From an optimization exercise on the open Yosys and OpenROAD flow, aimed at small area, a short achievable clock period and few clock cycles per item; shortcuts taken in it are not production practice.
Function was checked by simulation only, so behaviour that the tests miss may differ from the original.

## flow/design.v (module list and top-level ports; edited modules follow where they fit)
// module hsl2rgb_fa: 10 lines
// module hsl2rgb_ha: 9 lines
// module hsl2rgb_fa1: 9 lines
// module hsl2rgb_ks: 25 lines
// module hsl2rgb_mul_c: 85 lines
// module hsl2rgb_add_q: 110 lines
// module hsl2rgb_mul_r: 135 lines
// module hsl2rgb_div_q: 128 lines
// module hsl2rgb_div_r: 138 lines
// module hsl2rgb_low: 56 lines
// module hsl_to_rgb_converter_unit: 145 lines
// module hsl2rgb_dec: 14 lines
// module hsl2rgb_frac: 15 lines
// module hsl2rgb_pipe: 19 lines
module hsl_to_rgb_converter_unit
(
  input  logic             clk_i,
  input  logic             rst_ni,
  input  logic             in_valid_i,
  output logic             in_ready_o,
  input  logic [hsl2rgb_pkg::HueW-1:0]  hue_degrees_i,
  input  logic [hsl2rgb_pkg::PctW-1:0]  saturation_pct_i,
  input  logic [hsl2rgb_pkg::PctW-1:0]  lightness_pct_i,
  output logic             out_valid_o,
  input  logic             out_ready_i,
  output logic [hsl2rgb_pkg::ChanW-1:0] red_o,
  output logic [hsl2rgb_pkg::ChanW-1:0] green_o,
  output logic [hsl2rgb_pkg::ChanW-1:0] blue_o
);
  // ...
==> flow/flow/run.sh <==
#!/bin/bash
# Layout flow: the standard flow, with one netlist step between synthesis and floorplan.
# flow/polfix.py removes inverters around the full and half adders of the synthesized
# netlist (full adders are self-dual, so some may work on complemented signals); the
# registers and every other cell stay as synthesis made them. Each tool's output goes to
# a log of its own: synth.log, polfix.log, layout.log.
set -euo pipefail
R=orfs/results/sky130hd/hsl_to_rgb_converter_unit/base
bash standard.sh synth > synth.log 2>&1
cp "$R/1_2_yosys.v" yosys_netlist.v
python3 flow/polfix.py yosys_netlist.v "$R/1_2_yosys.v" > polfix.log 2>&1
bash standard.sh > layout.log 2>&1
==> flow/flow/polfix.py <==
#!/usr/bin/env python3
"""Remove inverters around the full and half adders of a mapped sky130 netlist.

A full adder is self-dual: FA(~a, ~b, ~c) = (~sum, ~carry). Each full adder may therefore
be fed the complements of its inputs and deliver the complements of its outputs. A half
adder may likewise be rebuilt from an xor2/xnor2 and a nand2/nor2/and2/or2 so that it takes
complemented inputs or delivers either output complemented. This script collapses the
netlist's inverter chains into (signal, polarity) pairs, chooses these options to reduce
the area of the inverters and half adders (a greedy descent with seeded random restarts,
so the result is reproducible), and rewrites the netlist with one inverter per signal that
still needs its complement. Every net that leaves the adders keeps its logic function;
registers, ports and all other cells are untouched.

usage: polfix.py IN.v OUT.v
"""
import re
import sys
import collections

INV_AREA = 3.7536
RESTARTS = 800
# half adder implementations: (input parity, SUM parity, COUT parity, area, cells)
HA_OPTS = [
    (0, 0, 0, 12.512, 'ha_1', 'ha_1'),
    (0, 0, 1, 12.512, 'xor2_1', 'nand2_1'),
    (0, 1, 0, 15.014, 'xnor2_1', 'and2_1'),
    (0, 1, 1, 12.512, 'xnor2_1', 'nand2_1'),
    (1, 0, 0, 12.512, 'xor2_1', 'nor2_1'),
    (1, 0, 1, 15.014, 'xor2_1', 'or2_1'),
    (1, 1, 0, 12.512, 'xnor2_1', 'nor2_1'),
    (1, 1, 1, 15.014, 'xnor2_1', 'or2_1'),
]
OUTPINS = {'X', 'Y', 'Q', 'Q_N', 'SUM', 'COUT', 'HI', 'LO'}
CELL_RE = re.compile(r'^(\s*)(sky130_fd_sc_hd__\w+)\s+(\\\S+\s|\S+)\s*\((.*?)\);\n', re.M | re.S)
PIN_RE = re.compile(r'\.(\w+)\(\s*(\\\S+\s|[^()\s]*)\s*\)')


def norm(n):
    return n.strip()


def main(src, dst):
    txt = open(src).read()
    head_end = txt.index('endmodule')
    # ports: names declared input/output
    ports = set()
    for m in re.finditer(r'^\s*(input|output)\s+(\[[^\]]*\]\s*)?(\S+);', txt, re.M):
        ports.add(m.group(3))

    def protected(n):
        base = n.lstrip('\\').split('[')[0].strip()
        return base in ports or n in ports

    cells = []
    for m in CELL_RE.finditer(txt):
        pins = {}
        for pm in PIN_RE.finditer(m.group(4)):
            if pm.group(2).strip():
                pins[pm.group(1)] = norm(pm.group(2))
        cells.append({'typ': m.group(2), 'name': m.group(3), 'pins': pins,
                      'span': (m.start(), m.end()), 'indent': m.group(1)})
    assigns = re.findall(r'^\s*assign\s+(.*?)\s*=\s*(.*?);', txt, re.M)
    if assigns:
        raise SystemExit("netlist has assign statements; left unchanged")
    drv = {}
    for ci, c in enumerate(cells):
        for p, n in c['pins'].items():
            if p in OUTPINS:
                drv[n] = (ci, p)

    def is_inv(ci):
        c = cells[ci]
        return (c['typ'].split('__')[1].startswith('inv') and 'A' in c['pins'] and 'Y' in c['pins']
                and not protected(c['pins']['Y']))

    root = {}

    def find(n):
        if n in root:
            return root[n]
        d = drv.get(n)
        if d and is_inv(d[0]):
            r, par = find(cells[d[0]]['pins']['A'])
            root[n] = (r, par ^ 1)
        else:
            root[n] = (n, 0)
        return root[n]

    # loads per signal: (cell index or -1 for assigns, pin, parity of the connected net)
    loads = collections.defaultdict(list)
    for ci, c in enumerate(cells):
        if is_inv(ci):
            continue
        for p, n in c['pins'].items():
            if p in OUTPINS:
                continue
            r, par = find(n)
            loads[r].append((ci, p, par))

    def free(ci):
        return not any(protected(n) for p, n in cells[ci]['pins'].items() if p in OUTPINS)

    fas = [ci for ci, c in enumerate(cells) if re.search(r'__fa_1$', c['typ']) and free(ci)]
    has = [ci for ci, c in enumerate(cells) if re.search(r'__ha_1$', c['typ']) and free(ci)
           and 'A' in c['pins'] and 'B' in c['pins']]
    flip = {}      # full adder: works on complements
    hopt = {}      # half adder: index into HA_OPTS

    def produced(s):
        d = drv.get(s)
        if not d:
            return 0
        ci, pin = d
        if ci in hopt:
            o = HA_OPTS[hopt[ci]]
            return o[1] if pin == 'SUM' else o[2]
        return flip.get(ci, 0)

    def inpar(ci):
        if ci in hopt:
            return HA_OPTS[hopt[ci]][0]
        return flip.get(ci, 0)

    def cost(s):
        p = produced(s)
        for ci, pin, par in loads[s]:
            if (par ^ inpar(ci)) != p:
                return INV_AREA
        return 0.0

    def local(ci):
        a = sum(cost(x) for x in touch[ci])
        if ci in hopt:
            a += HA_OPTS[hopt[ci]][3]
        return a

    touch = collections.defaultdict(set)
    for s in list(loads.keys()):
        d = drv.get(s)
        if d:
            touch[d[0]].add(s)
        for ci, pin, par in loads[s]:
            if ci >= 0:
                touch[ci].add(s)
    before_inv = sum(1 for ci in range(len(cells)) if is_inv(ci))
    import random
    rng = random.Random(1)

    def total():
        return sum(cost(x) for x in loads) + sum(HA_OPTS[hopt[h]][3] for h in has)

    def greedy():
        for _ in range(30):
            changed = False
            for f in fas:
                b = local(f)
                flip[f] = flip.get(f, 0) ^ 1
                if local(f) < b - 1e-9:
                    changed = True
                else:
                    flip[f] ^= 1
            for h in has:
                best, bo = local(h), hopt[h]
                for o in range(len(HA_OPTS)):
                    hopt[h] = o
                    v = local(h)
                    if v < best - 1e-9:
                        best, bo = v, o
                        changed = True
                hopt[h] = bo
            if not changed:
                break

    for h in has:
        hopt[h] = 0
    greedy()
    best_t, best_state = total(), (dict(flip), dict(hopt))
    for trial in range(RESTARTS):
        # perturb: flip a random tenth of the adders, then descend again
        for f in fas:
            if rng.random() < 0.1:
                flip[f] = flip.get(f, 0) ^ 1
        for h in has:
            if rng.random() < 0.1:
                hopt[h] = rng.randrange(len(HA_OPTS))
        greedy()
        t = total()
        if t < best_t - 1e-9:
            best_t, best_state = t, (dict(flip), dict(hopt))
        else:
            flip.clear(); flip.update(best_state[0]); hopt.clear(); hopt.update(best_state[1])
    flip.clear(); flip.update(best_state[0]); hopt.clear(); hopt.update(best_state[1])
    for _ in range(0):
        changed = False
        for f in fas:
            b = local(f)
            flip[f] = flip.get(f, 0) ^ 1
            if local(f) < b - 1e-9:
                changed = True
            else:
                flip[f] ^= 1
        for h in has:
            best, bo = local(h), hopt[h]
            for o in range(len(HA_OPTS)):
                hopt[h] = o
                v = local(h)
                if v < best - 1e-9:
                    best, bo = v, o
                    changed = True
            hopt[h] = bo
        if not changed:
            break

    # nets per (signal, parity)
    newnet = {}
    newcells = []

    flipnet = {}

    def prod_net(s):
        # outputs of a flipped adder carry the complement: give them new names
        if produced(s) == 0:
            return s
        if s not in flipnet:
            flipnet[s] = f"pol_f{len(flipnet)}"
        return flipnet[s]

    def net_for(s, par):
        if par == produced(s):
            return prod_net(s)
        if s not in newnet:
            k = len(newnet)
            newnet[s] = f"pol_n{k}"
            src_net = prod_net(s)
            newcells.append(f"  sky130_fd_sc_hd__inv_1 pol_i{k} (\n    .A({fmt(src_net)}),\n    .Y(pol_n{k})\n  );\n")
        return newnet[s]

    def fmt(n):
        return n + ' ' if n.startswith('\\') else n

    out = []
    hasplit = []
    pos = 0
    for ci, c in enumerate(cells):
        a, b = c['span']
        out.append(txt[pos:a])
        pos = b
        if is_inv(ci):
            continue
        pins = dict(c['pins'])
        for p, n in c['pins'].items():
            if p in OUTPINS:
                if produced(n):
                    pins[p] = prod_net(n)
                continue
            s, par = find(n)
            req = par ^ inpar(ci)
            pins[p] = net_for(s, req)
        if hopt.get(ci, 0):
            m, ps, pc, _, scell, ccell = HA_OPTS[hopt[ci]]
            k = len(hasplit)
            hasplit.append(ci)
            for cell, opin, key in ((scell, 'X' if scell in ('xor2_1',) else 'Y', 'SUM'),
                                    (ccell, 'X' if ccell in ('and2_1', 'or2_1') else 'Y', 'COUT')):
                if key not in pins:
                    continue
                out.append(f"{c['indent']}sky130_fd_sc_hd__{cell} pol_h{k}{key[0].lower()} (\n"
                           f"    .A({fmt(pins['A'])}),\n    .B({fmt(pins['B'])}),\n    .{opin}({fmt(pins[key])})\n  );\n")
            continue
        body = ",\n".join(f"    .{p}({fmt(n)})" for p, n in pins.items())
        out.append(f"{c['indent']}{c['typ']} {c['name'].strip()}{' ' if c['name'].startswith(chr(92)) else ''}(\n{body}\n  );\n")
    rest = txt[pos:]
    i = rest.index('endmodule')
    decl = "".join(f"  wire pol_n{k};\n" for k in range(len(newnet)))
    decl += "".join(f"  wire pol_f{k};\n" for k in range(len(flipnet)))
    rest = rest[:i] + decl + "".join(newcells) + rest[i:]
    open(dst, 'w').write("".join(out) + rest)
    print(f"full adders {len(fas)}, flipped {sum(flip.values())}; half adders {len(has)}, "
          f"remapped {len(hasplit)}; inverters {before_inv} -> {len(newnet)}")


if __name__ == '__main__':
    main(sys.argv[1], sys.argv[2])
==> flow/standard.sh <==
#!/bin/bash
# synth_recipe.tcl (not shown) runs the flow's synth.tcl, then flattens the netlist and writes it again
# the make line also repeats each setting of config.mk as NAME=value (left out here)
make -C /OpenROAD-flow-scripts/flow DESIGN_CONFIG=/design/flow/config.mk WORK_HOME=/design/flow/orfs CLKGATE_MAP_FILE= SYNTH_SCRIPT=/design/flow/synth_recipe.tcl "${@:-finish}"
==> flow/config.mk <==
export PLATFORM = sky130hd
export DESIGN_NAME = hsl_to_rgb_converter_unit
export DESIGN_NICKNAME = hsl_to_rgb_converter_unit
export VERILOG_FILES = /design/flow/design.v
export SDC_FILE = /design/flow/constraint.sdc
export NUM_CORES = 4
export LEC_CHECK = 0
export ABC_CLOCK_PERIOD_IN_PS = 4500
export CAP_MARGIN = 20
export CORE_MARGIN = 2
export CORE_UTILIZATION = 40
export CTS_BUF_LIST = sky130_fd_sc_hd__clkbuf_4 sky130_fd_sc_hd__clkbuf_8
export SETUP_SLACK_MARGIN = 4.75
export SLEW_MARGIN = 20
==> flow/constraint.sdc <==
create_clock -name core_clock -period 9.5 [get_ports {clk_i}]
set_input_delay 1.9000 -clock core_clock [delete_from_list [all_inputs] [get_ports {clk_i}]]
set_output_delay 1.9000 -clock core_clock [all_outputs]
set_load 0.01 [all_outputs]
==> flow_summary.yaml, run 1 <==
outcome:
  status: "timing/DRC/antenna clean"
clock_tree:
  cts_tree: "done"
  holdBufCountCts: 0
  post_cts_buffers: 6
  insertion_delay_ns: 0.49
  clk_pin_slew_ns: 0.10
placement:
  dp_hpwl_um: 27100
  post-place-ws_ns: 4.47
sta:
  period_needed_ns: 4.58
  worst_pin_slew_ns: 1.01
  setup_viol: 0
route:
  wl_met3_um: 1500
  drt_drc_violations_left: 0
critical_path:
  cp_common_cell: "fa_1"
  worstPathCellList: "inv_2 -> fa_1 -> fa_1 -> fa_1 -> fa_1 -> ha_1 -> a21o_1 -> a21oi_1 -> nor2b_1 -> a311oi_2 -> a21oi_2 -> o21a_1 -> o31a_1 -> o31a_1"
  r2r_start: "u_cut_b.g_reg.q[21]"
  worstPathArrival_ns: 4.83
  crit_family: "adder cells"
  cp.depth: 14
floorplan:
  chipHeight_um: 206
  die-area_um2: 42500
cells_and_area:
  largest_reg_flops: 48
  clkCellAreaFrac_pct: 2.26
  largest_class: "multi-input combinational cells"
  multi_input_gates: 1125
  nFlopsAndLatches: 157
  drive_above_1_share_pct: 6.08
global_route:
  grt_pass1_wl_um: 55100
Testbench counts, summed over its fixed seeds: cycles 12,032, items 12,000.
==> inputs of run 2 (changes only) <==
--- a/flow/config.mk
+++ b/flow/config.mk
@@ -10,5 +10,5 @@
 export CORE_MARGIN = 2
 export CORE_UTILIZATION = 40
 export CTS_BUF_LIST = sky130_fd_sc_hd__clkbuf_4 sky130_fd_sc_hd__clkbuf_8
-export SETUP_SLACK_MARGIN = 4.75
+export SETUP_SLACK_MARGIN = 5.0
 export SLEW_MARGIN = 20
==> run 2 against run 1 <==
Count of clock-buffer cells in the layout stayed put. Critical endpoint unchanged. Clock skew rose by 0.00050 ns. Still clean on timing, DRC and antenna. Highest routed layer unchanged.
==> flow_summary.yaml, run 2 <==
critical_path:
  worstPathCellList: "fa_1 -> fa_1 -> fa_1 -> fa_1 -> ha_4 -> a21o_1 -> a21oi_2 -> nor2b_1 -> a311oi_2 -> a21oi_2 -> o21a_1 -> o31a_1 -> o31a_1"
  crit_path_max_fanout: 5
  crit_type: "flip-flop to flip-flop"
  slowest_stage: "fa_1"
  critical_path.endpoint_type: "flip-flop"
  worstPathArrival_ns: 4.78
  slowest_delay_ns: 0.57
  cp_data_required_time_ns: 9.75
  cp_common_cell: "fa_1"
  start_kind: "flip-flop"
sta:
  worst_pin_slew_ns: 0.999
  period_needed_ns: 4.53
  period_share_pct: 47.7
  setup_viol: 0
  skew_ns: 0.0171
  max_slew_margin_pct: 33.4
  fmax_mhz: 221
  setup_tns_ns: 0
  rsz0062_at_grt: "yes"
  hold_viol: 0
  report.final.slew_viol_count: 0
route:
  first_pass_iters: 7
  drt_iter0_drc: 722
  routed_wl_um: 33200
  wl_per_cell_um: 16.0
  drt_drc_violations_left: 0
  vias_per_cell: 5.20
  via_count: 10800
  ant_nets: 0
cells_and_area:
  num_antenna_cells: 0
  top_register: "u_cut_c.g_reg.q"
  drive_above_1_share_pct: 8.93
  stdcell_area_um2: 18400
  final_cell_mix: "203 x fa_1, 153 x edfxtp_1, 125 x inv_1, 124 x ha_1, 117 x xnor2_1"
  nets: 1903
  top_regs: "u_cut_c.g_reg.q (48), u_cut_b.g_reg.q (44), u_cut_d.g_reg.q (33)"
  syn_to_final_growth_pct: 12.3
  layout_commonest_cell: "fa_1"
  largest_reg_flops: 48
clock_tree:
  clock-sinks: 157
  insertion_delay_ns: 0.49
  clockRootBuffer: "clkbuf_8"
  clockBufferDepth: 2
  clk_pin_slew_ns: 0.10
  cts_buffers: 17
  h-tree-depth: 4
  holdBufCountCts: 0
  cts_tree: "done"
placement:
  dpl-instance-area_um2: 17400
  dp_hpwl_um: 27100
  place_congestion: 0.904
  portBuffers: 52
synth:
  syn_inst: 1450
  avgSynthCellArea_um2: 11.3
  syn_area_um2: 16400
  syn_nets: 1821
  ys_warn_count: 15
floorplan:
  die-area_um2: 42500
  start_util_pct: 40.3
  rows: 74
  chipHeight_um: 206
  core_um2: 40600
  io-pin-count: 53
  die_width_um: 206
global_route:
  grtUsageTotal_pct: 16.6
  grt_pass1_wl_um: 55600
  grt_max_degree: 49
  grt_pass1_vias: 11100
  gr-total-overflow: 0
  antenna_found_initial: 3
hold_path:
  hp-class: "flip-flop to flip-flop"
flow_run:
  drv_cap: 0
outcome:
  status: "timing/DRC/antenna clean"
## run 2: cell type report
type / instances / area [um2]
inverters: 131 / 502
multi-input cells: 1125 / 11200
repair buffers: 100 / 892
flip-flops and latches: 157 / 4690
clock inverters: 15 / 175
well taps: 532 / 666
fillers: 3770 / 22200
clock buffers: 17 / 234
## run 2: path summary, 6_finish.rpt
path,slack [ns],cells past startpoint,to,from
max reg2reg,4.97,13,u_cut_c.g_reg.q[25],u_cut_b.g_reg.q[23]
min in group asynchronous,1.59,1,g_valid[3].g_reg.v_q,rst_ni
max in group asynchronous,7.74,1,g_valid[1].g_reg.v_q,rst_ni
min reg2reg,0.42,0,u_cut_b.g_reg.q[1],u_cut_a.g_reg.q[1]
max,4.97,13,u_cut_c.g_reg.q[25],u_cut_b.g_reg.q[23]
min,0.42,0,u_cut_b.g_reg.q[1],u_cut_a.g_reg.q[1]
## run 2: timing repair
item,CTS,global route
setup endpoints to repair,15,21
setup buffers,20,26
pin swaps,13,29
resized for setup,27,28
## run 2: critical path: cells and delay by family, from the launching register on
family	cells	cell delay (ns)
simple gates	1	0.06
compound gates	7	1.46
fa+ha+maj	5	2.29
flops	1	0.48
## run 2: through the flow
stage	std cells	hold WS, ns	util, %	worst slack [ns]
after CTS	2051	0.435	44.6	4.97
final	2077	0.424	45.3	4.97
after floorplan	1450	0.400	-	5.05
after detailed placement	1999	0.415	42.9	4.47
after global placement	1999	0.404	42.9	4.50
after global routing	2077	0.432	45.3	4.78
## run 2: routing by layer
metal	share of wire [%]	GRT usage (%)
met1	45	22.2
met2	48	27.6
met3	3.9	2.40
met4	2.9	5.64
met5	0	0
==> inputs of run 3 (changes only) <==
--- a/flow/config.mk
+++ b/flow/config.mk
@@ -10,5 +10,5 @@
 export CORE_MARGIN = 2
 export CORE_UTILIZATION = 40
 export CTS_BUF_LIST = sky130_fd_sc_hd__clkbuf_4 sky130_fd_sc_hd__clkbuf_8
-export SETUP_SLACK_MARGIN = 5.0
+export SETUP_SLACK_MARGIN = 4.85
 export SLEW_MARGIN = 20
==> run 3 against run 2 <==
Flip-flop and latch count did not move. Die area unchanged. Routed wire length shrank 0.26%. Clock skew barely moved. Global-route usage shrank 0.11 points. Synthesized cell count did not move. Final cell count about the same. Core utilization decreased by 0.20 points. Critical path type unchanged. Critical endpoint is now u_cut_d.g_reg.q[14]. Largest cell class unchanged. Highest routed layer unchanged.
==> flow_summary.yaml, run 3 <==
critical_path:
  reg2reg_to: "u_cut_d.g_reg.q[14]"
  crit_path_max_fanout: 5
  slowest_delay_ns: 0.63
  worstPathCellList: "fa_2 -> fa_2 -> fa_2 -> fa_1 -> ha_1 -> a211oi_2 -> o21ai_1 -> o21a_1 -> o41a_1 -> o221ai_2 -> nand2b_1 -> a21oi_2 -> xnor2_1"
  cp_common_cell: "fa_2"
  reg2reg_depth: 13
  worstPathArrival_ns: 4.75
  critical_path.endpoint_type: "flip-flop"
  crit_buf_inv: 0
  crit_family: "adder cells"
  r2r_start: "u_cut_c.g_reg.q[41]"
  cp_data_required_time_ns: 9.75
  crit_type: "flip-flop to flip-flop"
  start_kind: "flip-flop"
  slowest_stage: "fa_2"
  rrSetupSlack_ns: 4.99
cells_and_area:
  drive_above_1_share_pct: 7.97
  layout_commonest_cell: "fa_1"
  final_cell_mix: "205 x fa_1, 153 x edfxtp_1, 128 x ha_1, 127 x inv_1, 116 x xnor2_1"
  multi_input_area_um2: 11100
  nets: 1902
  regArea_um2: 4690
  syn_to_final_growth_pct: 11.8
  largest_reg_flops: 48
  finish.utilization_pct: 45.1
  fill_cells: 3798
  num_antenna_cells: 0
  top_regs: "u_cut_c.g_reg.q (48), u_cut_b.g_reg.q (44), u_cut_d.g_reg.q (33)"
  top_register: "u_cut_c.g_reg.q"
sta:
  worst_pin_slew_ns: 1.01
  period_share_pct: 47.4
  report.final.slew_viol_count: 0
  worst_slack_ns: 4.99
  skew_ns: 0.0167
  setup_viol: 0
  rsz0062_at_grt: "yes"
  hold_ws_ns: 0.424
  hold_viol: 0
  max_slew_margin_pct: 32.8
  setup_tns_ns: 0
  fmax_mhz: 222
  period_needed_ns: 4.51
hold_path:
  holdPathEnd: "u_cut_b.g_reg.q[1]"
  hp-class: "flip-flop to flip-flop"
  whs_path_depth: 0
  hp-start: "u_cut_a.g_reg.q[1]"
placement:
  post-place-ws_ns: 4.47
  portBuffers: 52
  dp_hpwl_um: 27100
  place_congestion: 0.904
flow_run:
  drv_cap: 0
synth:
  syn_nets: 1821
  syn_inst: 1450
  ys_warn_count: 15
  avgSynthCellArea_um2: 11.3
  syn_area_um2: 16400
clock_tree:
  h-tree-depth: 4
  insertion_delay_ns: 0.49
  clock-sinks: 157
  clockRootBuffer: "clkbuf_8"
  cts_buffers: 17
  cts_tree: "done"
  clockBufferDepth: 2
  clk_pin_slew_ns: 0.09
floorplan:
  die_width_um: 206
  rows: 74
  core_um2: 40600
  start_util_pct: 40.3
  die-area_um2: 42500
  chipHeight_um: 206
  io-pin-count: 53
route:
  first_pass_iters: 7
  via_count: 10700
  routed_wl_um: 33200
  drt_drc_violations_left: 0
  drt_iter0_drc: 790
  vias_per_cell: 5.16
  wl_per_cell_um: 16.0
  ant_nets: 0
global_route:
  gr-total-overflow: 0
  grt_max_degree: 49
  grtUsageTotal_pct: 16.5
  antenna_found_initial: 3
  grt_pass1_vias: 11000
  grt_pass1_wl_um: 55200
outcome:
  status: "timing/DRC/antenna clean"
## run 3: area by class of cell
class,count,share of cell area (%)
Timing Repair Buffer,99,4.88
Clock inverter,15,0.958
Tap cell,532,3.64
Clock buffer,17,1.28
Sequential cell,157,25.7
Inverter,131,2.73
Multi-Input combinational cell,1125,60.8
## run 3: what timing repair did
action                     4_1_cts  5_1_grt
hold endpoints to repair         0        0
hold buffers                     0        0
buffers inserted                 7       38
gates cloned                     0        0
setup endpoints to repair       11       20
pin swaps                        0       22
gates resized for setup          6       30
## run 3: how the worst max path moves through the flow
| stage | depth (start not counted) | end | start | slack (ns) |
|---|---|---|---|---|
| floorplan | 13 | u_cut_d.g_reg.q[16] | u_cut_c.g_reg.q[47] | 5.05 |
| global placement | 2 | in_ready_o | out_ready_i | 4.50 |
| detailed placement | 2 | in_ready_o | out_ready_i | 4.47 |
| CTS | 13 | u_cut_d.g_reg.q[16] | u_cut_c.g_reg.q[45] | 4.86 |
| global route | 13 | u_cut_d.g_reg.q[14] | u_cut_c.g_reg.q[41] | 4.81 |
| finish | 13 | u_cut_d.g_reg.q[14] | u_cut_c.g_reg.q[41] | 4.99 |
## run 3: metrics by stage
step / cell area, um2 / std cells
detailed placement: 17400 / 1999
global placement: 17400 / 1999
global route: 18300 / 2076
finish: 18300 / 2076
CTS: 17900 / 2038
floorplan: 16400 / 1450
## run 3: metal layers
layer  global-route usage [%]  routed length [um]  vias up
met4                     5.28                 769        0
met3                     2.52                1340       46
met5                        0                   0        -
li1                         -                   -     5175
met1                     22.1               15000     5276
met2                     27.4               16000      224

port drivers added, routing unchanged:
The flow's constraints put no driver on any port. The routed layouts listed below were extracted and timed again, unchanged, in two steps.
Step 1 assumes that a clkbuf_16 drives the clock port and a buf_2 every other input.
Step 2 adds t to the input delays and takes it off the output delays; t is the mean of the earliest and latest rising clock arrival at the registers after step 1. Input paths then give back, and output paths get back, about the clock's delay inside the block.
Three values: no drivers, after step 1, after step 2; two values: the first two.
run	t (ns)	setup WS [ns]	latest minus earliest clock arrival (ns)
run 1	0.522	4.916 / 4.916 / 4.684	0.017 / 0.017
run 2	0.521	4.970 / 4.970 / 4.681	0.018 / 0.018
run 3	0.522	4.992 / 4.992 / 4.680	0.017 / 0.017
After both steps every run listed still meets setup and hold. For run 3, which loses most, drivers alone change the setup slack by 0.000 ns; drivers and shift together by -0.312 ns.
